Source: an optimization exercise on an open RTL-to-GDS flow (aim: small area, a short achievable clock period and few clock cycles). Production flows keep margins and buffers that such runs may drop. At most, simulation tests tie the RTL to the original design; equivalence was not proved. The RTL of run 5 was laid out without a check of its function. Power figures rest on the tool's default switching activity, not on a simulated workload.

==> flow/design.v <==
package sre_pkg;
    localparam int MAX_SEGMENTS = 1024;
    localparam int HEADER_BYTES = 7;
    localparam int MAP_IDX_W = (MAX_SEGMENTS > 1) ? $clog2(MAX_SEGMENTS) : 1;
    localparam int COUNT_W   = $clog2(MAX_SEGMENTS + 1);
    localparam int POS_W     = 17;
    localparam int ADDR_W    = 26;
    localparam logic [POS_W-1:0] POS_MAX     = {POS_W{1'b1}};
    localparam logic [POS_W-1:0] POS_SEG_HI  = POS_W'(1);
    localparam logic [POS_W-1:0] POS_SEG_LO  = POS_W'(2);
    localparam logic [POS_W-1:0] POS_TOT_HI  = POS_W'(3);
    localparam logic [POS_W-1:0] POS_TOT_LO  = POS_W'(4);
    localparam logic [POS_W-1:0] POS_SIZE_HI = POS_W'(5);
    localparam logic [POS_W-1:0] POS_SIZE_LO = POS_W'(HEADER_BYTES - 1);
    localparam logic [POS_W-1:0] POS_PAYLOAD = POS_W'(HEADER_BYTES);
    typedef struct packed {
        logic [7:0] data_byte;
        logic       frame_start;
    } t_in_word;
    typedef struct packed {
        logic              write_valid;
        logic [ADDR_W-1:0] write_addr;
        logic [7:0]        write_data;
        logic              header_seen;
        logic [15:0]       total_segments;
        logic [3:0]        format_code;
        logic              complete;
        logic              bad_segment;
    } t_out_word;
endpackage
module segment_reassembly_engine (
    input  logic              i_clk,
    input  logic              i_rst_n,
    input  logic              i_cfg_we,
    input  logic [3:0]        i_cfg_data,
    input  logic              i_in_valid,
    output logic              o_in_ready,
    input  logic [8:0]        i_in_word,
    output logic              o_out_valid,
    input  logic              i_out_ready,
    output logic [57:0]       o_out_word
);
    logic        skid_v;
    logic [8:0]  skid_w;
    logic        h_valid, h_wv, h_bad;
    logic [7:0]  h_data;
    logic [3:0]  r_stream;
    logic [2:0]  hp;           
    logic        match;
    logic        acc_en;       
    logic        first;        
    logic        s_big;        
    logic [10:0] s;            
    logic [15:0] r_total;      
    logic [15:0] r_size;
    logic [3:0]  r_format;     
    logic        started;
    logic [10:0] count;        
    logic        r_complete;
    logic [15:0] rem;          
    logic [25:0] acc;
    logic        bad_r, eq0_r, eq1_r;
    logic [3:0]  mstep;        
    logic        restart;      
    logic        busy;
    logic        restart_w;    
    logic [17:0] size3;        
    logic        c_sh, c_id, c_b1, c_b2, c_b3, c_b4, c_bn, c_cin;    
    logic [1023:0] ring;       
    logic [3:0]  ph;
    logic [3:0]  clr_cnt;
    logic        clr;
    logic        r_hit, r_hv;
    logic        pend_v;
    logic [1:0]  pend_hi;
    logic [8:0]  w;
    logic [7:0]  b;
    logic        fs, avail, go;
    logic [2:0]  hp_n;
    logic        is_p1, is_p2, is_p3, is_p4, is_p5, is_p6, is_pay, wv;
    assign w      = skid_v ? skid_w : i_in_word;
    assign b      = w[8:1];
    assign fs     = w[0];
    assign hp_n   = fs ? 3'd0 : ((hp == 3'd7) ? 3'd7 : hp + 3'd1);
    assign is_p1  = !fs && match && (hp == 3'd0);
    assign is_p2  = !fs && match && (hp == 3'd1);
    assign is_p3  = !fs && match && (hp == 3'd2);
    assign is_p4  = !fs && match && (hp == 3'd3);
    assign is_p5  = !fs && match && (hp == 3'd4);
    assign is_p6  = !fs && match && (hp == 3'd5);
    assign is_pay = !fs && (hp[2:1] == 2'b11);
    assign wv     = is_pay && acc_en && (rem != 16'd0);
    assign o_in_ready = !skid_v;
    assign avail      = skid_v | i_in_valid;
    assign go         = !busy & avail & (!h_valid | i_out_ready) & !(pend_v & is_p2);
    always_ff @(posedge i_clk) begin
        if (!i_rst_n) skid_v <= 1'b0;
        else          skid_v <= avail & !go;
        if (!skid_v) skid_w <= i_in_word;
    end
    logic [10:0] cnt_base, cnt_inc;
    logic [15:0] tot_eff;
    logic        newseg, dup;
    assign cnt_base = started ? count : 11'd0;
    assign cnt_inc  = cnt_base + 11'd1;
    assign tot_eff  = started ? r_total : rem;
    always_ff @(posedge i_clk) begin
        bad_r <= s_big || (s == 11'd0) || (s > 11'd1024) || ({5'd0, s} > tot_eff);
        eq0_r <= ({5'd0, cnt_base} == tot_eff);
        eq1_r <= ({5'd0, cnt_inc} == tot_eff);
    end
    logic [63:0]  taps [4];
    logic [63:0]  set_r;
    logic [3:0]   tapsel;
    logic [1:0]   tk;
    logic         tapval, tvalid, ph_now, pend_fire;
    logic [7:0]   row_sel, col_sel;
    genvar gi;
    generate
        for (gi = 0; gi < 64; gi++) begin : g_ring
            assign taps[0][gi] = ring[16*gi];
            assign taps[1][gi] = ring[16*gi+12];
            assign taps[2][gi] = ring[16*gi+8];
            assign taps[3][gi] = ring[16*gi+4];
            assign set_r[gi]   = row_sel[gi/8] & col_sel[gi%8];
            always_ff @(posedge i_clk) begin
                ring[16*gi+15 -: 16] <= {(ring[16*gi] & !clr) | set_r[gi], ring[16*gi+15 -: 15]};
            end
        end
    endgenerate
    assign ph_now    = (ph[1:0] == s[7:6]);
    assign tk        = ph[3:2] - s[9:8];
    assign tapsel    = {taps[3][s[5:0]], taps[2][s[5:0]], taps[1][s[5:0]], taps[0][s[5:0]]};
    assign tvalid    = !clr || ((tk != 2'd0) && (ph[3:2] >= tk));
    assign tapval    = tapsel[tk] & tvalid;
    assign dup       = r_hv ? r_hit : tapval;
    assign newseg    = !bad_r && !dup;
    assign pend_fire = pend_v && (ph == {pend_hi, s[7:6]});
    always_comb begin
        row_sel = '0;
        col_sel = '0;
        row_sel[s[5:3]] = pend_fire;
        col_sel[s[2:0]] = 1'b1;
    end
    always_ff @(posedge i_clk) begin
        if (!i_rst_n) begin
            ph      <= 4'd0;
            clr_cnt <= 4'd15;
            clr     <= 1'b1;
            pend_v  <= 1'b0;
        end else begin
            ph <= ph + 4'd1;
            if (clr_cnt != 4'd0) clr_cnt <= clr_cnt - 4'd1;
            else                 clr     <= 1'b0;
            if (go && is_p6 && !bad_r) begin
                pend_v  <= 1'b1;
                pend_hi <= s[9:8];
            end else if (pend_fire) begin
                pend_v  <= 1'b0;
            end
        end
        if (go && is_p2) begin
            r_hv <= 1'b0;
        end else if (ph_now) begin
            r_hv  <= 1'b1;
            r_hit <= tapval;
        end
    end
    logic        match_n, restart_n, restart_w_n, busy_n, started_n, first_n;
    logic [3:0]  mstep_n;
    logic [10:0] s_n;
    logic        ld_init, ld_step;
    assign ld_init = !c_sh & !c_id;                
    assign ld_step = c_sh;
    always_comb begin
        match_n   = match;
        restart_n = restart | restart_w;
        restart_w_n = 1'b0;
        busy_n    = busy;
        started_n = started;
        mstep_n   = mstep;
        first_n   = first;
        if (go && fs) first_n = 1'b0;
        if (go && is_p6) first_n = newseg;
        if (go && wv) first_n = 1'b0;
        s_n       = s;
        if (go && fs) match_n = (b[7:4] == r_stream);
        if (go && is_p1) s_n[10:8] = b[2:0];
        if (go && is_p2) s_n[7:0]  = b;
        if (ld_init && restart) begin
            mstep_n   = 4'b0001;
            restart_n = 1'b0;
        end else if (ld_init && go && is_p2 && !restart_w) begin
            mstep_n   = 4'b0001;
            restart_n = 1'b0;
        end else begin
            mstep_n = {mstep[2:0], 1'b0};
            if (mstep[3]) busy_n = 1'b0;
        end
        if (go && is_p6 && !started) begin
            started_n   = 1'b1;
            restart_w_n = 1'b1;
            busy_n      = 1'b1;
        end
    end
    logic [25:0] op_a, op_b, sum;
    logic [25:0] sz1, sz2, sz4;
    assign sz1 = {10'd0, r_size};
    assign sz2 = {9'd0, r_size, 1'b0};
    assign sz4 = {8'd0, r_size, 2'b0};
    always_ff @(posedge i_clk) size3 <= {2'd0, r_size} + {1'd0, r_size, 1'b0};
    always_comb begin
        op_a = ({26{c_sh}} & {acc[23:0], 2'd0}) | ({26{c_id}} & acc);
        op_b = ({26{c_b1}} & sz1) | ({26{c_b2}} & sz2) | ({26{c_b3}} & {8'd0, size3}) |
               ({26{c_b4}} & sz4) | ({26{c_bn}} & {10'h3ff, ~r_size});
    end
    logic [25:0] kg [0:5];
    logic [25:0] kp [0:5];
    always_comb begin
        kg[0] = op_a & op_b;
        kp[0] = op_a ^ op_b;
        kg[0][0] = kg[0][0] | (kp[0][0] & c_cin);
        for (int l = 1; l <= 5; l++) begin
            for (int i = 0; i < 26; i++) begin
                if (i >= (1 << (l - 1))) begin
                    kg[l][i] = kg[l-1][i] | (kp[l-1][i] & kg[l-1][i - (1 << (l - 1))]);
                    kp[l][i] = kp[l-1][i] & kp[l-1][i - (1 << (l - 1))];
                end else begin
                    kg[l][i] = kg[l-1][i];
                    kp[l][i] = kp[l-1][i];
                end
            end
        end
        sum = kp[0] ^ {kg[5][24:0], c_cin};
    end
    logic        n_init;
    logic [1:0]  n_dig;
    assign n_init = restart_n || (match_n && hp_n == 3'd1 && go) ||
                    (match && hp == 3'd1 && !go);
    always_comb begin
        case (1'b1)
            mstep_n[0]: n_dig = s_n[7:6];
            mstep_n[1]: n_dig = s_n[5:4];
            mstep_n[2]: n_dig = s_n[3:2];
            default:    n_dig = s_n[1:0];
        endcase
    end
    always_ff @(posedge i_clk) begin
        if (!i_rst_n) begin
            r_stream   <= 4'd1;
            hp         <= 3'd0;
            match      <= 1'b0;
            acc_en     <= 1'b0;
            started    <= 1'b0;
            r_total    <= 16'd0;
            r_format   <= 4'd0;
            r_complete <= 1'b0;
            mstep      <= 4'd0;
            restart    <= 1'b0;
            busy       <= 1'b0;
            h_valid    <= 1'b0;
            first      <= 1'b0;
            restart_w  <= 1'b0;
            c_sh <= 1'b0; c_id <= 1'b1; c_cin <= 1'b1;
            c_b1 <= 1'b0; c_b2 <= 1'b0; c_b3 <= 1'b0; c_b4 <= 1'b0; c_bn <= 1'b0;
        end else begin
            if (i_cfg_we) r_stream <= i_cfg_data;
            h_valid <= go | (h_valid & !i_out_ready);
            match   <= match_n;
            restart <= restart_n;
            restart_w <= restart_w_n;
            busy    <= busy_n;
            started <= started_n;
            mstep   <= mstep_n;
            first   <= first_n;
            c_sh <= 1'b0; c_id <= 1'b0; c_cin <= 1'b0;
            c_b1 <= 1'b0; c_b2 <= 1'b0; c_b3 <= 1'b0; c_b4 <= 1'b0; c_bn <= 1'b0;
            if (n_init) begin
                c_b1 <= (s_n[10:8] == 3'd1);
                c_b2 <= (s_n[10:8] == 3'd2);
                c_b3 <= (s_n[10:8] == 3'd3);
                c_b4 <= s_n[10];
            end else if (mstep_n[2:0] != 3'd0) begin
                c_sh <= 1'b1;
                c_b1 <= (n_dig == 2'd1);
                c_b2 <= (n_dig == 2'd2);
                c_b3 <= (n_dig == 2'd3);
            end else if (mstep_n[3]) begin
                c_sh <= 1'b1;
                c_b1 <= (n_dig == 2'd2);
                c_b2 <= (n_dig == 2'd3);
                c_bn <= (n_dig == 2'd0);
                c_cin <= (n_dig == 2'd0);
            end else begin
                c_id <= 1'b1;
                c_cin <= !first_n;
            end
            if (go) begin
                hp <= hp_n;
                if (fs) acc_en <= 1'b0;
                if (fs && (b[7:4] == r_stream) && !started) count[3:0] <= b[3:0];
                if (is_p1) begin
                    s_big    <= (b[7:3] != 5'd0) || (b[2] && (b[1:0] != 2'd0));
                    s[10:8]  <= b[2:0];
                end
                if (is_p2) s[7:0] <= b;
                if (is_p3 && !started) rem[15:8]    <= b;
                if (is_p4 && !started) rem[7:0]     <= b;
                if (is_p5 && !started) r_size[15:8] <= b;
                if (is_p6) begin
                    if (!started) begin
                        r_size[7:0] <= b;
                        rem         <= {r_size[15:8], b};
                        r_total     <= rem;
                        r_format    <= count[3:0];
                    end else begin
                        rem         <= r_size;
                    end
                    acc_en     <= newseg;
                    count      <= newseg ? cnt_inc : cnt_base;
                    r_complete <= newseg ? eq1_r : eq0_r;
                end
                if (wv) rem <= rem - 16'd1;
                h_wv   <= wv;
                h_data <= wv ? b : 8'd0;
                h_bad  <= is_p6 && bad_r;
            end
            if (ld_init) begin
                if (restart || (go && is_p2 && !restart_w)) acc <= sum;
            end else if (ld_step) begin
                acc <= sum;
            end else if (go && wv) begin
                acc <= sum;
            end
        end
    end
    assign o_out_valid = h_valid;
    assign o_out_word  = {h_wv, acc & {26{h_wv}}, h_data, started, r_total, r_format,
                          r_complete, h_bad};
endmodule
==> flow/flow/run.sh <==
#!/bin/bash
# standard layout, with timing repair aiming at a larger setup margin
set -euo pipefail
bash standard.sh SETUP_SLACK_MARGIN=5.7 finish > standard_flow.log 2>&1
==> flow/standard.sh <==
#!/bin/bash
# synth_recipe.tcl (not shown) runs the flow's synth.tcl, then flattens the netlist and writes it again
# the make line also repeats each setting of config.mk as NAME=value (left out here)
make -C /OpenROAD-flow-scripts/flow DESIGN_CONFIG=/design/flow/config.mk WORK_HOME=/design/flow/orfs CLKGATE_MAP_FILE= SYNTH_SCRIPT=/design/flow/synth_recipe.tcl "${@:-finish}"
==> flow/config.mk <==
export PLATFORM = sky130hd
export DESIGN_NAME = segment_reassembly_engine
export DESIGN_NICKNAME = segment_reassembly_engine
export VERILOG_FILES = /design/flow/design.v
export SDC_FILE = /design/flow/constraint.sdc
export NUM_CORES = 4
export LEC_CHECK = 0
export CAP_MARGIN = 20
export CORE_MARGIN = 2
export CORE_UTILIZATION = 40
export SETUP_SLACK_MARGIN = 5
export SLEW_MARGIN = 20
==> flow/constraint.sdc <==
create_clock -name core_clock -period 9.0 [get_ports {i_clk}]
set_input_delay 1.8000 -clock core_clock [delete_from_list [all_inputs] [get_ports {i_clk}]]
set_output_delay 1.8000 -clock core_clock [all_outputs]
set_load 0.01 [all_outputs]
==> results of run 1 <==
## final cells by class
| class | instances | share of cell area [%] |
|---|---|---|
| inverters | 128 | 1.17 |
| diodes | 2 | 0.0119 |
| multi-input cells | 1100 | 21.9 |
| repair buffers | 187 | 4.52 |
| well taps | 1144 | 3.41 |
| flip-flops and latches | 1208 | 59.9 |
| clock buffers | 156 | 7.50 |
| clock inverters | 44 | 1.53 |
## state kept, by name, summed over array words and instances (netlist names), 9 cells and up
signal and cells:
size3 18, rem 16, r_total 16, skid_w 9, r_size 16, acc 26
ring 1024, count 11, s 11
## layout by cell type, fill, tap and decap left out, types with 24 or more instances in the layout
master         Yosys  routed
dlygate4sd2_1      0      32
nand3_1           45      45
xnor2_1           51      51
mux4_2            67      67
o21ai_0           46      43
nand2_1          108     104
a22o_1            24      24
clkbuf_1          56      25
nor3_1            27      24
inv_1            125     123
and2_4             0      27
buf_4              5      81
edfxtp_1          94      94
nor2_1           121     110
xor2_1            35      35
dfxtp_1         1114    1098
ha_1              67      63
a21oi_1           67      59
o22ai_1           78      78
clkbuf_16          0     115
buf_6              2      40
mux2i_1           59      50
## timing repair
action	4_1_cts	5_1_grt
gates resized for setup	284	67
setup buffers	54	32
pin swaps	23	36
endpoints found under the setup margin	238	97
cloned	10	4
## critical path: stages (launching register included)
cell,delay (ns)
edfxtp_1,0.44
buf_6,0.22
buf_16,0.20
buf_4,0.17
mux4_2,0.52
mux2i_1,0.39
o22ai_1,0.18
a211oi_2,0.23
a2111oi_1,0.12
a2111oi_4,0.28
buf_12,0.18
nand4_1,0.12
xnor2_1,0.15
and2_1,0.15
## where the power goes
part           internal (uW)  switching (uW)
clock                   2750            2000
combinational           57.2            78.1
sequential              5420            8.96
## path summary, 6_finish.rpt
check / start / endpoint / slack, ns / cells after the start
setup / recovery: s[0]$_DFFE_PP_ / count[9]$_DFFE_PP_ / 5.40 / 13
hold / removal: ring[18]$_DFF_P_ / ring[17]$_DFF_P_ / 0.31 / 0
setup reg to reg: s[0]$_DFFE_PP_ / count[9]$_DFFE_PP_ / 5.40 / 13
hold reg to reg: ring[18]$_DFF_P_ / ring[17]$_DFF_P_ / 0.31 / 0
## per-layer routing
layer / part of all wire [%] / up-vias
li1: - / 9165
met1: 45 / 9462
met2: 46 / 567
met3: 5.4 / 162
met4: 3.6 / 0
met5: 0 / -
## through the flow
step | instance area (um2) | setup slack, ns
2_1_floorplan | 34600 | 5.13
6_report | 42000 | 5.40
3_5_place_dp | 36600 | 3.74
5_1_grt | 42000 | 5.29
3_3_place_gp | 36600 | 3.83
4_1_cts | 41400 | 5.35
## logic make-up after synthesis
logic type,after synthesis
and+or+nand+nor,446
adders and majority gates,71
muxes,145
xor gates and xnor gates,86
DFF,1208
AOI/OAI and AO/OA,348
buffers and inverters,209
==> results.cfg, run 1 <==
[outcome]
status = complete, no violations

[floorplan]
num_rows = 107
die_area_mm2 = 0.0885
dieWidth_um = 297
die_h_um = 297
core_mm2 = 0.0853
initial_utilization_pct = 40.4
ios = 78

[clock_tree]
tritoncts = done
cts-buffers-inserted = 108
h-tree-depth = 3
clkTransAtPathRegs_ns = 0.06
cts_num_sinks = 1208
cts.path.max_buffers = 3
clock_latency_ns = 0.68
postCtsHoldBufs = 0
root_buffer = clkbuf_16

[power_and_ir_drop]
powerDensity_mw_per_mm2 = 246
p_leak_uw = 0.0162
fin_total_pwr_uw = 10300
vdd_drop_max_mv = 0.161

[synthesis]
synth_adder_area_share_pct = 2.67
most_instantiated_flip_flop_cell_in_the_synthesis_netlist = dfxtp_1
synth.ff_latch_count = 1208
synth_top_family_by_area = compound AO/OA/AOI/OAI gates
synth_cells = 2513
leading_cell_type_by_number_of_instances_after_synthesis = dfxtp_1
ys_async_sr_fraction_pct = 0
post_synth_mux_area_share_pct = 6.72
synth_compound_area_share_pct = 6.83
synth.largest_area_cell = dfxtp_1
synth_simple_gate_area_share_pct = 6.27
synth_area_per_cell_um2 = 13.7
synth-edff-count = 94
synth_top_area_share_pct = 64.7
most_instantiated_cells_after_synthesis = dfxtp_1, inv_1, nor2_1
ys_seq_area_share_pct = 72.9
post_synth_main_area_contributors = dfxtp_1, edfxtp_1, mux4_2
number_of_distinct_library_cell_variants_in_the_gate_level_netlist_after_synthesis = 70
synth_warnings = 4
synth_xor_xnor_area_share_pct = 2.19
syn_area_mm2 = 0.0345
postSynthNetCount = 2602

[drt]
dr.pass1.iters = 5
ant_nets = 0
dr_total_vias = 19400
vias_per_cell = 4.88
drc = 0
dr.first_iter.drc_count = 1094
drt-wirelength-per-cell_um = 19.0
wl_mm = 75.3

[global_routing]
groute.layer.met2.usage_pct = 26.6
grt_pass1_wl_mm = 114
gr-usage-all-layers_pct = 16.6
met1_usage_pct = 22.1
largest_net_degree_at_the_start_of_global_routing = 67
first_global_vias = 19400
globalRoute.totalOverflow = 0
antenna_found_initial = 3
gr-usage-met3_pct = 3.28
globalRoute.busiestLayer = met2

[timing]
finalSetupTns_ns = 0
final_min_period_over_clock_period_pct = 40.0
post-route-min-period_ns = 3.60
rsz0062_at_grt = true
hold_slack_ns = 0.306
setup_viol = 0
timing.max_slew.rel_slack_pct = 44.1
timing.final.hold_violations = 0
clock.fmax_ghz = 0.277
tightest_slew_ns = 0.815
final.setup_skew_ns = 0.0238
report.final.slew_viol_count = 0

[finish]
syn2layout_area_growth_pct = 21.8
layout.area.seq_mm2 = 0.0252
utilization_pct = 49.2
multi_input_area_mm2 = 0.00920
share_of_layout_cells_above_drive_strength_1_pct = 19.3
n_fill_cell = 7266
stdcell_count = 3969
nets = 2822

[critical_path]
worst_ep_required_time_ns = 9.43
end_kind = flop
worst-endpoint-arrival_ns = 4.03
startpoint_type = flop
setup.worst_path.class = reg2reg
worst-path-max-fanout = 15

[placed_design]
portBuffers = 77
detailedPlacementHpwl_mm = 46.5
place.detailed.instances = 3667
gp_congestion = 0.870

[hold_path]
hold_class = reg2reg

[job]
max_cap_viol_count = 0
Testbench counts, summed over its fixed seeds: cycles 101,478.
==> inputs of run 2 (changes only) <==
--- a/flow/design.v
+++ b/flow/design.v
@@ -92,7 +92,8 @@
     assign wv     = is_pay && acc_en && (rem != 16'd0);
     assign o_in_ready = !skid_v;
     assign avail      = skid_v | i_in_valid;
-    assign go         = !busy & avail & (!h_valid | i_out_ready) & !(pend_v & is_p2);
+    assign go         = !busy & avail & (!h_valid | i_out_ready) & !(pend_v & is_p2) &
+                        !(is_p6 & !r_hv);
     always_ff @(posedge i_clk) begin
         if (!i_rst_n) skid_v <= 1'b0;
         else          skid_v <= avail & !go;
@@ -133,7 +134,7 @@
     assign tapsel    = {taps[3][s[5:0]], taps[2][s[5:0]], taps[1][s[5:0]], taps[0][s[5:0]]};
     assign tvalid    = !clr || ((tk != 2'd0) && (ph[3:2] >= tk));
     assign tapval    = tapsel[tk] & tvalid;
-    assign dup       = r_hv ? r_hit : tapval;
+    assign dup       = r_hit;
     assign newseg    = !bad_r && !dup;
     assign pend_fire = pend_v && (ph == {pend_hi, s[7:6]});
     always_comb begin
==> run 2 against run 1 <==
  * Sequential cell count did not move
  * Synthesized cell count rose by 0.56%
  * Routed wire length fell by 3.7%
  * Non-clock buffer count fell by 10
  * Synthesized area barely moved
  * First-iteration DRC count rose by 28%
  * Utilization fell by 0.12 points
  * Register-to-register slack improved by 0.10 ns
  * Power rose by 2.0%
  * Critical path type is now reg2out
  * Critical endpoint is now o_out_word[32]
==> results.cfg, run 2 <==
[timing]
rsz0062_at_grt = true
tightest_slew_ns = 0.951
post-route-min-period_ns = 3.54
timing.max_slew.rel_slack_pct = 36.5
hold_slack_ns = 0.311
clock.fmax_ghz = 0.283
setup_viol = 0
final_min_period_over_clock_period_pct = 39.3
final.setup_skew_ns = 0.0632
finalSetupTns_ns = 0
timing.final.hold_violations = 0
report.final.slew_viol_count = 0

[synthesis]
syn_area_mm2 = 0.0345
leading_cell_type_by_number_of_instances_after_synthesis = dfxtp_1
synth.largest_area_cell = dfxtp_1
ys_async_sr_fraction_pct = 0
synth.ff_latch_count = 1208
synth_warnings = 4
most_instantiated_flip_flop_cell_in_the_synthesis_netlist = dfxtp_1
synth_area_per_cell_um2 = 13.6
postSynthNetCount = 2616
synth-edff-count = 94
most_instantiated_cells_after_synthesis = dfxtp_1, inv_1, nand2_1
synth_top_area_share_pct = 64.7
synth_cells = 2527
number_of_distinct_library_cell_variants_in_the_gate_level_netlist_after_synthesis = 80
post_synth_main_area_contributors = dfxtp_1, edfxtp_1, mux4_2
ys_seq_area_share_pct = 72.9

[clock_tree]
root_buffer = clkbuf_16
tritoncts = done
cts.path.max_buffers = 3
h-tree-depth = 3
cts-buffers-inserted = 112
clkTransAtPathRegs_ns = 0.06
postCtsHoldBufs = 0
clock_latency_ns = 0.70
cts_num_sinks = 1208

[hold_path]
hold_class = reg2reg
worst_hold_stages = 0

[finish]
share_of_layout_cells_above_drive_strength_1_pct = 18.2
n_fill_cell = 7334
syn2layout_area_growth_pct = 21.4
largest_register = ring
utilization_pct = 49.1
largest_registers = ring: 1024 flops, acc: 26 flops, size3: 18 flops
flip_flop_count_of_the_largest_register_after_layout = 1024
num_antenna_cells = 0
nets = 2827
most_used_cells_in_the_layout_excluding_fill_and_tap_cells = dfxtp_1, clkbuf_16, inv_1
stdcell_count = 3979
most_common_library_cell_in_the_layout_ignoring_fill_and_taps = dfxtp_1

[global_routing]
antenna_found_initial = 0
gr-usage-all-layers_pct = 16.1
first_global_vias = 19600
largest_net_degree_at_the_start_of_global_routing = 45
grt_pass1_wl_mm = 112
globalRoute.totalOverflow = 0

[drt]
dr.pass1.iters = 8
drc = 0
wl_mm = 72.5
drt-wirelength-per-cell_um = 18.2
dr_total_vias = 19300
ant_nets = 0
dr.first_iter.drc_count = 1399
vias_per_cell = 4.85

[floorplan]
ios = 78
num_rows = 107
dieWidth_um = 298
initial_utilization_pct = 40.4
die_h_um = 298
core_mm2 = 0.0853
die_area_mm2 = 0.0885

[job]
max_cap_viol_count = 0

[critical_path]
worst_ep_required_time_ns = 7.20
worst-endpoint-arrival_ns = 1.74
end_kind = output pin
crit_path_frequent_cell = buf_6
startpoint_type = flop
crit_path_cell_trace = buf_6, buf_6, buf_6, and2_4, buf_6
critical_path.max_stage_delay_ns = 0.42
worst-path-max-fanout = 6
setup.worst_path.class = reg2out
crit_slowest_cell = edfxtp_1
reg2reg_depth = 11

[power_and_ir_drop]
vdd_drop_max_mv = 0.200
fin_total_pwr_uw = 10500
powerDensity_mw_per_mm2 = 251
p_leak_uw = 0.0162

[placed_design]
gp_congestion = 0.876
portBuffers = 77
place.detailed.instances = 3677
detailedPlacementHpwl_mm = 43.9

[outcome]
status = complete, no violations
-- run 2: cell families (layout without fill, tap and decap cells) --
logic type / after synthesis / count (layout) / synth area share, %
compound gates: 397 / 397 / 7.92
xor+xnor: 86 / 86 / 2.19
fa+ha+maj: 71 / 71 / 2.64
buf+inv: 199 / 504 / 2.33
flops: 1208 / 1208 / 72.9
mux: 135 / 135 / 5.87
simple gates: 431 / 434 / 6.16
-- run 2: path summary, 6_finish.rpt --
check | slack, ns | end | startpoint
worst max register to register | 5.50 | acc[24]$_DFFE_PP_ | r_size[4]$_DFFE_PP_
worst min-delay path | 0.31 | ring[338]$_DFF_P_ | ring[339]$_DFF_P_
worst min register to register | 0.31 | ring[338]$_DFF_P_ | ring[339]$_DFF_P_
worst max-delay path | 5.46 | o_out_word[32] | h_wv$_DFFE_PP_
-- run 2: through the flow --
stage	area, um2	setup WS (ns)
after global placement	36500	3.91
after floorplan	34600	5.29
after global routing	41900	5.34
after detailed placement	36500	3.75
after CTS	41400	5.45
final	41900	5.46
-- run 2: cell type report --
cell class	count	area (um2)	share of cell area, %
Inverter	116	455	1.09
Clock inverter	63	846	2.02
Tap cell	1144	1430	3.42
Sequential cell	1208	25100	60.1
Clock buffer	148	3210	7.67
Timing Repair Buffer	177	1770	4.24
Multi-Input combinational cell	1123	9000	21.5
-- run 2: critical path, delay by kind of cell, from the launching register on --
kind | cells | cell delay [ns]
buf+inv | 4 | 0.51
simple gates | 1 | 0.13
flops | 1 | 0.42
-- run 2: power by group --
group | total [uW] | switching (uW) | internal, uW
clock | 4960 | 2050 | 2910
combinational | 131 | 75.0 | 56.0
sequential | 5430 | 7.57 | 5420
-- run 2: per-layer routing --
layer	global-route usage, %	vias to the layer above	routed length, um
met1	21.6	9377	33200
met3	2.89	154	3450
met4	6.07	0	2430
li1	-	9258	-
met5	0	-	0
met2	26.0	523	33500
-- run 2: what timing repair did --
| item | 4_1_cts | 5_1_grt |
|---|---|---|
| hold endpoints to repair | 0 | 0 |
| gates cloned | 8 | 1 |
| gates resized for setup | 234 | 77 |
| endpoints found under the setup margin | 219 | 120 |
| setup buffers | 61 | 21 |
| pin swaps | 41 | 42 |
Testbench counts of run 2, summed over its fixed seeds: cycles 102,196.
==> inputs of run 3 (changes only) <==
--- a/flow/config.mk
+++ b/flow/config.mk
@@ -8,5 +8,7 @@
 export CAP_MARGIN = 20
 export CORE_MARGIN = 2
 export CORE_UTILIZATION = 40
+export CTS_CLUSTER_DIAMETER = 150
+export CTS_CLUSTER_SIZE = 30
 export SETUP_SLACK_MARGIN = 5
 export SLEW_MARGIN = 20
==> run 3 against run 2 <==
  * Clock power fell by 49%
  * Synthesized cell count did not move
  * Power shrank 23%
  * Register-to-register slack got worse by 0.04 ns
  * Worst hold slack improved by 0.0015 ns
  * Via count fell by 3.0%
  * Clock skew down 0.031 ns
  * Still clean on timing, DRC and antenna
  * Largest power group unchanged
  * Count of clock-buffer cells in the layout shrank 91
  * Die area unchanged
  * Final cell count down 3.8%
  * Non-clock buffer count down 4
==> results.cfg, run 3 <==
[outcome]
status = complete, no violations

[critical_path]
regToRegSetupSlack_ns = 5.46
worst-endpoint-arrival_ns = 3.98
setup.worst_path.end = acc[24]$_DFFE_PP_
reg2reg_depth = 11
worst-path-max-fanout = 5
regToRegStartpoint = r_size[4]$_DFFE_PP_
startpoint_type = flop
end_kind = flop
setup.worst_path.class = reg2reg
worst_ep_required_time_ns = 9.44
worst_r2r_end = acc[24]$_DFFE_PP_
cp_startpoint = r_size[4]$_DFFE_PP_

[synthesis]
synth_top_area_share_pct = 64.7
synth_top_family_by_area = compound AO/OA/AOI/OAI gates
synth_area_per_cell_um2 = 13.6
synth_adder_area_share_pct = 2.64
post_synth_main_area_contributors = dfxtp_1, edfxtp_1, mux4_2
synth_xor_xnor_area_share_pct = 2.19
most_instantiated_cells_after_synthesis = dfxtp_1, inv_1, nand2_1
synth_simple_gate_area_share_pct = 6.16
synth_cells = 2527
synth.ff_latch_count = 1208
synth_compound_area_share_pct = 7.92
leading_cell_type_by_number_of_instances_after_synthesis = dfxtp_1
postSynthNetCount = 2616
syn_area_mm2 = 0.0345
post_synth_mux_area_share_pct = 5.87
most_instantiated_flip_flop_cell_in_the_synthesis_netlist = dfxtp_1
ys_seq_area_share_pct = 72.9
synth-edff-count = 94
synth.largest_area_cell = dfxtp_1
ys_async_sr_fraction_pct = 0
synth_warnings = 4
number_of_distinct_library_cell_variants_in_the_gate_level_netlist_after_synthesis = 80

[timing]
rsz0062_at_grt = true
timing.final.hold_violations = 0
final.setup_skew_ns = 0.0323
timing.max_slew.rel_slack_pct = 38.0
final_min_period_over_clock_period_pct = 39.3
finalSetupTns_ns = 0
tightest_slew_ns = 0.928
clock.fmax_ghz = 0.283
report.final.slew_viol_count = 0
fin_ws_ns = 5.46
post-route-min-period_ns = 3.54
setup_viol = 0
hold_slack_ns = 0.312

[clock_tree]
postCtsHoldBufs = 0
cts.path.max_buffers = 3
tritoncts = done
clkTransAtPathRegs_ns = 0.12
cts_num_sinks = 1208
clock_latency_ns = 0.64
root_buffer = clkbuf_16
cts-buffers-inserted = 46
h-tree-depth = 2

[finish]
most_common_library_cell_in_the_layout_ignoring_fill_and_taps = dfxtp_1
syn2layout_area_growth_pct = 13.3
num_antenna_cells = 0
flip_flop_count_of_the_largest_register_after_layout = 1024
nets = 2758
most_used_cells_in_the_layout_excluding_fill_and_tap_cells = dfxtp_1, inv_1, nand2_1
largest_registers = ring: 1024 flops, acc: 26 flops, size3: 18 flops
largest_register = ring
share_of_layout_cells_above_drive_strength_1_pct = 13.8

[floorplan]
die_area_mm2 = 0.0885
core_mm2 = 0.0853
die_h_um = 298
initial_utilization_pct = 40.4
ios = 78
dieWidth_um = 298
num_rows = 107

[power_and_ir_drop]
clkPwrFrac_pct = 31.2
powerDensity_mw_per_mm2 = 207
seq_power_share_pct = 67.2
fin_total_pwr_uw = 8080
p_int_uw = 6450
vdd_drop_max_mv = 0.139
netSwitchingFraction_pct = 20.1
total_switching_power_uw = 1630
p_comb_share_pct = 1.6
p_leak_uw = 0.0148

[placed_design]
gp_congestion = 0.876
portBuffers = 77
detailedPlacementHpwl_mm = 43.9
place_worst_setup_slack_ns = 3.75

[drt]
topRoutingLayerUsed = met5
drt-wirelength-per-cell_um = 18.5
wirelength_met1_mm = 33.0
drc = 0
dr.first_iter.drc_count = 1340
met3_length_mm = 2.96
vias_per_cell = 4.90
dr_wl_met2_mm = 32.2
dr_total_vias = 18700
ant_nets = 0
dr.pass1.iters = 7
wl_mm = 70.7

[global_routing]
largest_net_degree_at_the_start_of_global_routing = 45
first_global_vias = 18800
gr-usage-all-layers_pct = 15.5
grt_pass1_wl_mm = 108
globalRoute.totalOverflow = 0
antenna_found_initial = 1

[job]
max_cap_viol_count = 0

[hold_path]
hold_class = reg2reg
==> run 3: final cells by class <==
type                       instances  area, um2
fill                            7559      46200
sequential                      1208      25200
multi-input combinational       1124       8990
timing repair buffer             173       1730
tap                             1144       1430
clock buffer                      57       1210
inverter                         116        455
clock inverter                     4       75.1
==> run 3: worst max-delay path, stage by stage, from the launching register on <==
cell      delay, ns
edfxtp_1       0.49
a222oi_1       0.37
o211ai_1       0.15
ha_1           0.35
a21o_1         0.22
buf_4          0.14
or4_4          0.49
a21oi_4        0.18
a211oi_4       0.10
o41ai_4        0.25
or4b_4         0.51
o311ai_2       0.09
==> run 3: timing repair <==
action | in CTS | in global routing
endpoints found under the hold margin | 0 | 0
resized for setup | 252 | 59
pin swaps | 45 | 32
setup buffers | 65 | 13
endpoints found under the setup margin | 224 | 134
cloned | 9 | 1
==> run 3: logic make-up (layout without fill, tap and decap cells) <==
group	Yosys count	count (layout)
xor+xnor	86	86
simple gates	431	435
flops	1208	1208
fa+ha+maj	71	71
compound gates	397	397
mux	135	135
buf+inv	199	350
==> run 3: how the worst min path moves through the flow <==
stage,startpoint,to,slack [ns],cells after the start
floorplan,ring[1]$_DFF_P_,ring[0]$_DFF_P_,0.31,0
global placement,ring[279]$_DFF_P_,ring[278]$_DFF_P_,0.31,0
detailed placement,ring[221]$_DFF_P_,ring[220]$_DFF_P_,0.31,0
CTS,ring[417]$_DFF_P_,ring[416]$_DFF_P_,0.31,0
global route,ring[886]$_DFF_P_,ring[885]$_DFF_P_,0.33,0
finish,ring[417]$_DFF_P_,ring[416]$_DFF_P_,0.31,0
==> run 3: power groups by stage <==
stage / sequential (uW) / combinational, uW / clock [uW]
after floorplan: 5550 / 63.1 / 0
after global placement: 5550 / 103 / 0
after detailed placement: 5550 / 105 / 0
after CTS: 5420 / 120 / 2600
after global routing: 5430 / 138 / 2780
final: 5420 / 129 / 2520
==> run 3: metal layers <==
layer | GRT usage, % | vias up
li1 | - | 9012
met1 | 21.2 | 9143
met2 | 25.1 | 460
met3 | 2.37 | 125
met4 | 5.68 | 2
met5 | 0 | -
==> run 3: per-stage QoR <==
step / instances / instance area, um2 / util [%]
2_1_floorplan: 2527 / 34600 / -
3_3_place_gp: 3677 / 36500 / 42.8
3_5_place_dp: 3677 / 36500 / 42.8
4_1_cts: 3812 / 38700 / 45.4
5_1_grt: 3826 / 39000 / 45.8
6_report: 3826 / 39000 / 45.8
==> inputs of run 4 (changes only) <==
==> flow/flow/run.sh (replaced) <==
#!/bin/bash
# standard layout, with timing repair aiming at a larger setup margin
set -euo pipefail
bash standard.sh SETUP_SLACK_MARGIN=6.0 finish > standard_flow.log 2>&1
--- a/flow/config.mk
+++ b/flow/config.mk
@@ -8,7 +8,5 @@
 export CAP_MARGIN = 20
 export CORE_MARGIN = 2
 export CORE_UTILIZATION = 40
-export CTS_CLUSTER_DIAMETER = 150
-export CTS_CLUSTER_SIZE = 30
 export SETUP_SLACK_MARGIN = 5
 export SLEW_MARGIN = 20
==> run 4 against run 3 <==
  * Via count rose by 5.2%
  * Non-clock buffer count rose by 59
  * Worst setup slack improved by 0.061 ns
  * Critical path type is now reg2out
  * First-iteration DRC count rose by 9.3%
  * Die area did not move
  * Still clean on timing, DRC and antenna
  * Utilization rose by 4.0 points
==> results.cfg, run 4 <==
[timing]
tightest_slew_ns = 0.789
report.final.slew_viol_count = 0
final.setup_skew_ns = 0.0501
timing.max_slew.rel_slack_pct = 45.9
finalSetupTns_ns = 0
setup_viol = 0
timing.final.hold_violations = 0
clock.fmax_ghz = 0.288
final_min_period_over_clock_period_pct = 38.6
rsz0062_at_grt = true
post-route-min-period_ns = 3.47

[synthesis]
ys_async_sr_fraction_pct = 0
synth_area_per_cell_um2 = 13.6
most_instantiated_flip_flop_cell_in_the_synthesis_netlist = dfxtp_1
post_synth_main_area_contributors = dfxtp_1, edfxtp_1, mux4_2
synth_cells = 2527
synth.ff_latch_count = 1208
syn_area_mm2 = 0.0345
most_instantiated_cells_after_synthesis = dfxtp_1, inv_1, nand2_1
synth-edff-count = 94
synth_warnings = 4
ys_seq_area_share_pct = 72.9
synth_top_area_share_pct = 64.7
leading_cell_type_by_number_of_instances_after_synthesis = dfxtp_1
postSynthNetCount = 2616
number_of_distinct_library_cell_variants_in_the_gate_level_netlist_after_synthesis = 80
synth.largest_area_cell = dfxtp_1

[global_routing]
globalRoute.busiestLayer = met2
antenna_found_initial = 0
groute.layer.met2.usage_pct = 27.3
grt_pass1_wl_mm = 115
gr-usage-met3_pct = 2.87
first_global_vias = 20000
met1_usage_pct = 21.8
gr-usage-all-layers_pct = 16.6
globalRoute.totalOverflow = 0
largest_net_degree_at_the_start_of_global_routing = 46

[placed_design]
portBuffers = 77
gp_congestion = 0.865
detailedPlacementHpwl_mm = 44.7
detailed_place.area_mm2 = 0.0366

[floorplan]
die_area_mm2 = 0.0885
dieWidth_um = 298
die_h_um = 298
initial_utilization_pct = 40.4
num_rows = 107
ios = 78
core_mm2 = 0.0853

[critical_path]
regToRegSetupSlack_ns = 5.56
worst-path-max-fanout = 7
reg2reg_depth = 13
worst-endpoint-arrival_ns = 1.67
worst_ep_required_time_ns = 7.20
end_kind = output pin
startpoint_type = flop
setup.worst_path.class = reg2out
regToRegStartpoint = r_size[4]$_DFFE_PP_
worst_r2r_end = acc[25]$_DFFE_PP_

[clock_tree]
root_buffer = clkbuf_16
h-tree-depth = 3
cts_num_sinks = 1208
clock_latency_ns = 0.69
postCtsHoldBufs = 0
clkTransAtPathRegs_ns = 0.06
tritoncts = done
cts.path.max_buffers = 3
cts-buffers-inserted = 112

[hold_path]
holdPathEnd = ring[386]$_DFF_P_
hold_class = reg2reg
worst_hold_stages = 0
timing.hold.worst.start = ring[387]$_DFF_P_

[finish]
layout.area.seq_mm2 = 0.0252
nets = 2884
final_area_mm2 = 0.0424
share_of_layout_cells_above_drive_strength_1_pct = 22.6
num_antenna_cells = 0
n_fill_cell = 7192
syn2layout_area_growth_pct = 23.1
most_common_library_cell_in_the_layout_ignoring_fill_and_taps = dfxtp_1
flip_flop_count_of_the_largest_register_after_layout = 1024
most_used_cells_in_the_layout_excluding_fill_and_tap_cells = dfxtp_1, clkbuf_16, buf_4
largest_register = ring
multi_input_area_mm2 = 0.00925
largest_registers = ring: 1024 flops, acc: 26 flops, size3: 18 flops

[power_and_ir_drop]
powerDensity_mw_per_mm2 = 243
p_leak_uw = 0.0164
vdd_drop_max_mv = 0.148

[drt]
drt-wirelength-per-cell_um = 18.6
dr.first_iter.drc_count = 1465
ant_nets = 0
wl_mm = 74.9
dr.pass1.iters = 5
dr_total_vias = 19700
vias_per_cell = 4.89
drc = 0

[outcome]
status = complete, no violations

[job]
max_cap_viol_count = 0
run 4: cell types whose count changed in the layout (fill, tap and decap cells not counted), moves of 10 or more:
cell | previous run | this run
dfxtp_4 | 4 | 15
clkbuf_8 | 0 | 27
a21oi_1 | 76 | 66
a21oi_2 | 5 | 15
o21ai_0 | 36 | 25
buf_4 | 74 | 113
clkinv_2 | 0 | 16
buf_6 | 38 | 54
dlygate4sd2_1 | 32 | 0
clkbuf_16 | 48 | 116
buf_2 | 0 | 27
run 4: through the flow:
stage / hold slack [ns] / cells / util [%] / worst slack, ns / power (uW)
final: 0.280 / 4034 / 49.8 / 5.53 / 10300
after global routing: 0.297 / 4034 / 49.8 / 5.43 / 10600
after CTS: 0.279 / 3994 / 48.9 / 5.47 / 10400
after detailed placement: 0.312 / 3677 / 42.9 / 3.80 / 5660
after global placement: 0.310 / 3677 / 42.9 / 3.86 / 5660
after floorplan: 0.310 / 2527 / - / 5.29 / 5610
run 4: worst max-delay path: stages (launching register included):
cell,delay [ns]
edfxtp_1,0.42
buf_6,0.17
buf_16,0.14
and2_4,0.14
buf_6,0.12
run 4: final cells by class:
type,instances,area share (%)
clock buffer,162,7.80
timing repair buffer,232,5.41
clock inverter,47,1.19
sequential,1208,59.4
inverter,116,1.08
multi-input combinational,1125,21.8
tap,1144,3.37
run 4: worst max path at each step:
stage / from / end / slack [ns] / cells past startpoint
finish: h_wv$_DFFE_PP_ / o_out_word[33] / 5.53 / 4
global route: r_size[1]$_DFFE_PP_ / acc[24]$_DFFE_PP_ / 5.43 / 12
CTS: h_wv$_DFFE_PP_ / o_out_word[31] / 5.47 / 4
detailed placement: i_in_word[0] / r_size[7]$_DFFE_PP_ / 3.80 / 6
global placement: i_in_word[0] / r_size[7]$_DFFE_PP_ / 3.86 / 6
floorplan: i_out_ready / c_b2$_SDFF_PN0_ / 5.29 / 10
run 4: report_power, final:
part | leakage (uW) | internal (uW) | total (uW) | switching, uW
logic | 0.00470 | 68.6 | 151 | 82.8
registers | 0.00987 | 5420 | 5430 | 7.94
clock network | 0.00188 | 2730 | 4730 | 2010
run 4: cell families (layout without fill, tap and decap cells):
group | Yosys count | count (layout) | synth area share, %
adder cells (fa/ha/maj) | 71 | 71 | 2.64
AND/OR/NAND/NOR | 431 | 436 | 6.16
flip-flops | 1208 | 1208 | 72.9
buffers and inverters | 199 | 557 | 2.33
XOR/XNOR | 86 | 86 | 2.19
AO/OA/AOI/OAI | 397 | 397 | 7.92
multiplexers | 135 | 135 | 5.87
run 4: metal layers:
layer	up-vias	share of wire [%]
li1	9374	-
met1	9583	45
met2	581	47
met3	184	4.7
met4	0	3.5
met5	-	0
run 4: what timing repair did:
action / CTS / global route
setup endpoints to repair: 303 / 192
endpoints found under the hold margin: 0 / 0
gates cloned: 12 / 3
pin swaps: 39 / 40
gates resized for setup: 397 / 105
buffers inserted: 96 / 37
==> inputs of run 5 (changes only) <==
--- a/flow/design.v
+++ b/flow/design.v
@@ -63,9 +63,7 @@
     logic [3:0]  mstep;        
     logic        restart;      
     logic        busy;
-    logic        restart_w;    
-    logic [17:0] size3;        
-    logic        c_sh, c_id, c_b1, c_b2, c_b3, c_b4, c_bn, c_cin;    
+    logic        c_a4, c_sh, c_id, c_x, c_y, c_n, c_cin;    
     logic [1023:0] ring;       
     logic [3:0]  ph;
     logic [3:0]  clr_cnt;
@@ -92,8 +90,7 @@
     assign wv     = is_pay && acc_en && (rem != 16'd0);
     assign o_in_ready = !skid_v;
     assign avail      = skid_v | i_in_valid;
-    assign go         = !busy & avail & (!h_valid | i_out_ready) & !(pend_v & is_p2) &
-                        !(is_p6 & !r_hv);
+    assign go         = !busy & avail & (!h_valid | i_out_ready) & !(pend_v & is_p2);
     always_ff @(posedge i_clk) begin
         if (!i_rst_n) skid_v <= 1'b0;
         else          skid_v <= avail & !go;
@@ -134,7 +131,7 @@
     assign tapsel    = {taps[3][s[5:0]], taps[2][s[5:0]], taps[1][s[5:0]], taps[0][s[5:0]]};
     assign tvalid    = !clr || ((tk != 2'd0) && (ph[3:2] >= tk));
     assign tapval    = tapsel[tk] & tvalid;
-    assign dup       = r_hit;
+    assign dup       = r_hv ? r_hit : tapval;
     assign newseg    = !bad_r && !dup;
     assign pend_fire = pend_v && (ph == {pend_hi, s[7:6]});
     always_comb begin
@@ -167,16 +164,15 @@
             r_hit <= tapval;
         end
     end
-    logic        match_n, restart_n, restart_w_n, busy_n, started_n, first_n;
+    logic        match_n, restart_n, busy_n, started_n, first_n;
     logic [3:0]  mstep_n;
     logic [10:0] s_n;
     logic        ld_init, ld_step;
-    assign ld_init = !c_sh & !c_id;                
+    assign ld_init = c_a4 | (!c_sh & !c_id);       
     assign ld_step = c_sh;
     always_comb begin
         match_n   = match;
-        restart_n = restart | restart_w;
-        restart_w_n = 1'b0;
+        restart_n = restart;
         busy_n    = busy;
         started_n = started;
         mstep_n   = mstep;
@@ -188,10 +184,7 @@
         if (go && fs) match_n = (b[7:4] == r_stream);
         if (go && is_p1) s_n[10:8] = b[2:0];
         if (go && is_p2) s_n[7:0]  = b;
-        if (ld_init && restart) begin
-            mstep_n   = 4'b0001;
-            restart_n = 1'b0;
-        end else if (ld_init && go && is_p2 && !restart_w) begin
+        if (ld_init && (restart || (go && is_p2))) begin
             mstep_n   = 4'b0001;
             restart_n = 1'b0;
         end else begin
@@ -199,40 +192,24 @@
             if (mstep[3]) busy_n = 1'b0;
         end
         if (go && is_p6 && !started) begin
-            started_n   = 1'b1;
-            restart_w_n = 1'b1;
-            busy_n      = 1'b1;
+            started_n = 1'b1;
+            restart_n = 1'b1;
+            busy_n    = 1'b1;
         end
     end
-    logic [25:0] op_a, op_b, sum;
+    logic [25:0] op_a, op_x, op_y, csa_s, csa_c, sum;
     logic [25:0] sz1, sz2, sz4;
     assign sz1 = {10'd0, r_size};
     assign sz2 = {9'd0, r_size, 1'b0};
     assign sz4 = {8'd0, r_size, 2'b0};
-    always_ff @(posedge i_clk) size3 <= {2'd0, r_size} + {1'd0, r_size, 1'b0};
-    always_comb begin
-        op_a = ({26{c_sh}} & {acc[23:0], 2'd0}) | ({26{c_id}} & acc);
-        op_b = ({26{c_b1}} & sz1) | ({26{c_b2}} & sz2) | ({26{c_b3}} & {8'd0, size3}) |
-               ({26{c_b4}} & sz4) | ({26{c_bn}} & {10'h3ff, ~r_size});
-    end
-    logic [25:0] kg [0:5];
-    logic [25:0] kp [0:5];
     always_comb begin
-        kg[0] = op_a & op_b;
-        kp[0] = op_a ^ op_b;
-        kg[0][0] = kg[0][0] | (kp[0][0] & c_cin);
-        for (int l = 1; l <= 5; l++) begin
-            for (int i = 0; i < 26; i++) begin
-                if (i >= (1 << (l - 1))) begin
-                    kg[l][i] = kg[l-1][i] | (kp[l-1][i] & kg[l-1][i - (1 << (l - 1))]);
-                    kp[l][i] = kp[l-1][i] & kp[l-1][i - (1 << (l - 1))];
-                end else begin
-                    kg[l][i] = kg[l-1][i];
-                    kp[l][i] = kp[l-1][i];
-                end
-            end
-        end
-        sum = kp[0] ^ {kg[5][24:0], c_cin};
+        op_a  = ({26{c_a4}} & sz4) | ({26{c_sh}} & {acc[23:0], 2'd0}) | ({26{c_id}} & acc);
+        op_x  = {26{c_x}} & sz2;
+        op_y  = ({26{c_y}} & sz1) | ({26{c_n}} & {10'h3ff, ~r_size});
+        csa_s = op_a ^ op_x ^ op_y;
+        csa_c = {(op_a[24:0] & op_x[24:0]) | (op_a[24:0] & op_y[24:0]) |
+                 (op_x[24:0] & op_y[24:0]), 1'b0};
+        sum   = csa_s + csa_c + {25'd0, c_cin};
     end
     logic        n_init;
     logic [1:0]  n_dig;
@@ -261,40 +238,30 @@
             busy       <= 1'b0;
             h_valid    <= 1'b0;
             first      <= 1'b0;
-            restart_w  <= 1'b0;
-            c_sh <= 1'b0; c_id <= 1'b1; c_cin <= 1'b1;
-            c_b1 <= 1'b0; c_b2 <= 1'b0; c_b3 <= 1'b0; c_b4 <= 1'b0; c_bn <= 1'b0;
+            c_a4 <= 1'b0; c_sh <= 1'b0; c_id <= 1'b1;
+            c_x  <= 1'b0; c_y  <= 1'b0; c_n  <= 1'b0; c_cin <= 1'b1;
         end else begin
             if (i_cfg_we) r_stream <= i_cfg_data;
             h_valid <= go | (h_valid & !i_out_ready);
             match   <= match_n;
             restart <= restart_n;
-            restart_w <= restart_w_n;
             busy    <= busy_n;
             started <= started_n;
             mstep   <= mstep_n;
             first   <= first_n;
-            c_sh <= 1'b0; c_id <= 1'b0; c_cin <= 1'b0;
-            c_b1 <= 1'b0; c_b2 <= 1'b0; c_b3 <= 1'b0; c_b4 <= 1'b0; c_bn <= 1'b0;
             if (n_init) begin
-                c_b1 <= (s_n[10:8] == 3'd1);
-                c_b2 <= (s_n[10:8] == 3'd2);
-                c_b3 <= (s_n[10:8] == 3'd3);
-                c_b4 <= s_n[10];
+                c_a4 <= s_n[10]; c_sh <= 1'b0; c_id <= 1'b0;
+                c_x  <= s_n[9];  c_y  <= s_n[8]; c_n <= 1'b0; c_cin <= 1'b0;
             end else if (mstep_n[2:0] != 3'd0) begin
-                c_sh <= 1'b1;
-                c_b1 <= (n_dig == 2'd1);
-                c_b2 <= (n_dig == 2'd2);
-                c_b3 <= (n_dig == 2'd3);
+                c_a4 <= 1'b0; c_sh <= 1'b1; c_id <= 1'b0;
+                c_x  <= n_dig[1]; c_y <= n_dig[0]; c_n <= 1'b0; c_cin <= 1'b0;
             end else if (mstep_n[3]) begin
-                c_sh <= 1'b1;
-                c_b1 <= (n_dig == 2'd2);
-                c_b2 <= (n_dig == 2'd3);
-                c_bn <= (n_dig == 2'd0);
-                c_cin <= (n_dig == 2'd0);
+                c_a4 <= 1'b0; c_sh <= 1'b1; c_id <= 1'b0;
+                c_x  <= (n_dig == 2'd3); c_y <= (n_dig == 2'd2);
+                c_n  <= (n_dig == 2'd0); c_cin <= (n_dig == 2'd0);
             end else begin
-                c_id <= 1'b1;
-                c_cin <= !first_n;
+                c_a4 <= 1'b0; c_sh <= 1'b0; c_id <= 1'b1;
+                c_x  <= 1'b0; c_y  <= 1'b0; c_n <= 1'b0; c_cin <= !first_n;
             end
             if (go) begin
                 hp <= hp_n;
@@ -327,7 +294,7 @@
                 h_bad  <= is_p6 && bad_r;
             end
             if (ld_init) begin
-                if (restart || (go && is_p2 && !restart_w)) acc <= sum;
+                if (restart || (go && is_p2)) acc <= sum;
             end else if (ld_step) begin
                 acc <= sum;
             end else if (go && wv) begin
==> flow/run.sh (new file) <==
#!/bin/bash
# synth_recipe.tcl (not shown) runs the flow's synth.tcl, then flattens the netlist and writes it again
# the make line also repeats each setting of config.mk as NAME=value (left out here)
make -C /OpenROAD-flow-scripts/flow DESIGN_CONFIG=/design/flow/config.mk WORK_HOME=/design/flow/orfs CLKGATE_MAP_FILE= SYNTH_SCRIPT=/design/flow/synth_recipe.tcl finish
removed: flow/flow/run.sh
removed: flow/standard.sh
==> run 5 against run 4 <==
  * Still clean
  * Non-clock buffer count fell by 121
  * Synthesized area fell by 1.5%
  * Worst setup slack got worse by 0.55 ns
  * Synthesized cell count fell by 2.5%
  * Sequential power fell by 2%
  * Worst hold slack improved by 0.034 ns
  * Clock skew fell by 0.013 ns
  * Register-to-register slack got worse by 0.54 ns
  * Sequential share of layout area rose by 2.3 points
  * Largest cell class unchanged
==> results.cfg, run 5 <==
[timing]
final.setup_skew_ns = 0.0367
hold_slack_ns = 0.313
timing.final.hold_violations = 0
tightest_slew_ns = 1.01
clock.fmax_ghz = 0.249
final_min_period_over_clock_period_pct = 44.7
report.final.slew_viol_count = 0
rsz0062_at_grt = true
finalSetupTns_ns = 0
fin_ws_ns = 4.98
setup_viol = 0
timing.max_slew.rel_slack_pct = 30.7
post-route-min-period_ns = 4.02

[finish]
most_common_library_cell_in_the_layout_ignoring_fill_and_taps = dfxtp_1
syn2layout_area_growth_pct = 18.1
n_fill_cell = 7311
flip_flop_count_of_the_largest_register_after_layout = 1024
largest_registers = ring: 1024 flops, acc: 26 flops
largest_register = ring
most_used_cells_in_the_layout_excluding_fill_and_tap_cells = dfxtp_1, inv_1, nor2_1
nets = 2694
share_of_layout_cells_above_drive_strength_1_pct = 13.4

[placed_design]
detailedPlacementHpwl_mm = 45.4
place_worst_setup_slack_ns = 3.17
portBuffers = 77
gp_congestion = 0.856

[global_routing]
grt_pass1_wl_mm = 109
largest_net_degree_at_the_start_of_global_routing = 67
globalRoute.totalOverflow = 0
first_global_vias = 18900
antenna_found_initial = 1
gr-usage-all-layers_pct = 16.2

[floorplan]
dieWidth_um = 295
die_area_mm2 = 0.0872
core_mm2 = 0.0838
ios = 78
num_rows = 106
die_h_um = 295
initial_utilization_pct = 40.5

[critical_path]
worst-path-max-fanout = 13
end_kind = flop
startpoint_type = primary input
regToRegStartpoint = r_size[2]$_DFFE_PP_
worst_ep_required_time_ns = 9.27
setup.worst_path.class = in2reg
worst-endpoint-arrival_ns = 4.29
cp_startpoint = i_in_valid

[drt]
drt-wirelength-per-cell_um = 18.6
dr_total_vias = 18600
dr.first_iter.drc_count = 1253
dr.pass1.iters = 5
wl_mm = 71.1
ant_nets = 0
drc = 0
vias_per_cell = 4.85

[synthesis]
ys_seq_area_share_pct = 72.8
ys_async_sr_fraction_pct = 0
synth-edff-count = 94
post_synth_main_area_contributors = dfxtp_1, edfxtp_1, mux4_2
synth_area_per_cell_um2 = 13.8
synth_cells = 2464
most_instantiated_cells_after_synthesis = dfxtp_1, inv_1, nor2_1
syn_area_mm2 = 0.0340
leading_cell_type_by_number_of_instances_after_synthesis = dfxtp_1
synth_top_area_share_pct = 64.5
synth.largest_area_cell = dfxtp_1
postSynthNetCount = 2560
most_instantiated_flip_flop_cell_in_the_synthesis_netlist = dfxtp_1
synth.ff_latch_count = 1188
synth_warnings = 2
number_of_distinct_library_cell_variants_in_the_gate_level_netlist_after_synthesis = 70

[clock_tree]
cts.path.max_buffers = 3
h-tree-depth = 3
clkTransAtPathRegs_ns = 0.06
tritoncts = done
postCtsHoldBufs = 0
cts-buffers-inserted = 105
root_buffer = clkbuf_16
clock_latency_ns = 0.67
cts_num_sinks = 1188

[power_and_ir_drop]
p_leak_uw = 0.0154
fin_total_pwr_uw = 10100
powerDensity_mw_per_mm2 = 251
vdd_drop_max_mv = 0.192

[job]
max_cap_viol_count = 0

[outcome]
status = complete, no violations

[hold_path]
timing.hold.worst.start = ring[690]$_DFF_P_
hold_class = reg2reg
run 5: critical path: stages:
cell and delay, ns:
clkdlybuf4s50_1 0.48, nor2_1 0.06, or3_4 0.46, a31oi_1 0.25, buf_4 0.26, nand2_1 0.22
a31oi_1 0.74
run 5: path summary, 6_finish.rpt:
path | endpoint | slack, ns | cells after the start
max | rem[4]$_DFFE_PP_ | 4.98 | 7
min | ring[689]$_DFF_P_ | 0.31 | 0
max reg2reg | acc[23]$_DFFE_PP_ | 5.02 | 14
min reg2reg | ring[689]$_DFF_P_ | 0.31 | 0
run 5: power breakdown:
group | internal, uW | switching (uW) | leakage (uW)
sequential | 5330 | 7.88 | 0.00969
combinational | 45.3 | 65.2 | 0.00389
clock | 2710 | 1920 | 0.00181
run 5: per-layer routing:
metal  vias to the layer above  GRT usage, %  routed length (um)
met5                         -             0                   0
met2                       486          27.2               33700
li1                       8775             -                   -
met1                      9171          21.6               32400
met3                       130          2.69                3250
met4                         0          4.88                1710
run 5: timing repair:
action	4_1_cts	5_1_grt
gates resized for setup	31	30
pin swaps	4	9
endpoints found under the setup margin	146	83
gates cloned	5	1
buffers inserted	7	12
run 5: cell families after synthesis:
logic type,synth area share (%)
xor gates and xnor gates,1.75
AOI/OAI and AO/OA,6.51
buffers and inverters,2.70
DFF,72.8
muxes,6.86
adders and majority gates,3.27
and+or+nand+nor,6.08
run 5: metrics by stage:
step	utilization (%)	cell area [um2]	instances
after floorplan	-	34000	2464
after global placement	42.8	35900	3600
after detailed placement	42.8	35900	3600
after CTS	47.6	39900	3808
after global routing	47.8	40100	3821
final	47.8	40100	3824
run 5: layout make-up:
cell class                      count  area [um2]  share of cell area, %
Antenna cell                        3        7.51                 0.0187
Clock buffer                      143        3000                   7.49
Clock inverter                     53         684                   1.71
Inverter                          132         503                   1.25
Multi-Input combinational cell   1059        8590                   21.4
Sequential cell                  1188       24700                   61.7
Tap cell                         1134        1420                   3.54
Timing Repair Buffer              111        1140                   2.84
Timing Repair inverter              1        5.00                 0.0125

-- what the ideal ports hide --
Ports are ideal in the flow. The routed layouts listed here were re-timed in OpenROAD. Step 1 sets driving cells, clkbuf_16 on the clock port and buf_2 on the other inputs (assumed; they add their load-dependent delay and slew). Step 2 adds t to the input delays and takes it off the output delays; t is the mean of the earliest and latest rising clock arrival at the registers after step 1. Input paths then give back, and output paths get back, about the clock's delay inside the block. Three values: ideal ports, drivers, drivers and shift; two values: the first two.
| run | t, ns | slack for setup (ns) | hold slack, ns | worst setup path at the end | slew at the worst register clock pin (ns) |
|---|---|---|---|---|---|
| run 1 | 0.728 | 5.396 / 5.396 / 5.007 | 0.306 / 0.306 / 0.306 | input to register | 0.07 / 0.07 |
| run 2 | 0.736 | 5.463 / 5.399 / 5.043 | 0.311 / 0.311 / 0.311 | input to register | 0.07 / 0.07 |
| run 3 | 0.691 | 5.464 / 5.414 / 5.079 | 0.312 / 0.312 / 0.312 | input to register | 0.12 / 0.12 |
| run 4 | 0.724 | 5.525 / 5.460 / 5.036 | 0.280 / 0.280 / 0.280 | input to register | 0.07 / 0.07 |
| run 5 | 0.713 | 4.979 / 5.010 / 4.297 | 0.313 / 0.313 / 0.313 | input to register | 0.07 / 0.07 |
After both steps every run listed still meets setup and hold. For run 5, which loses most, drivers alone change the setup slack by +0.031 ns; drivers and shift together by -0.682 ns.
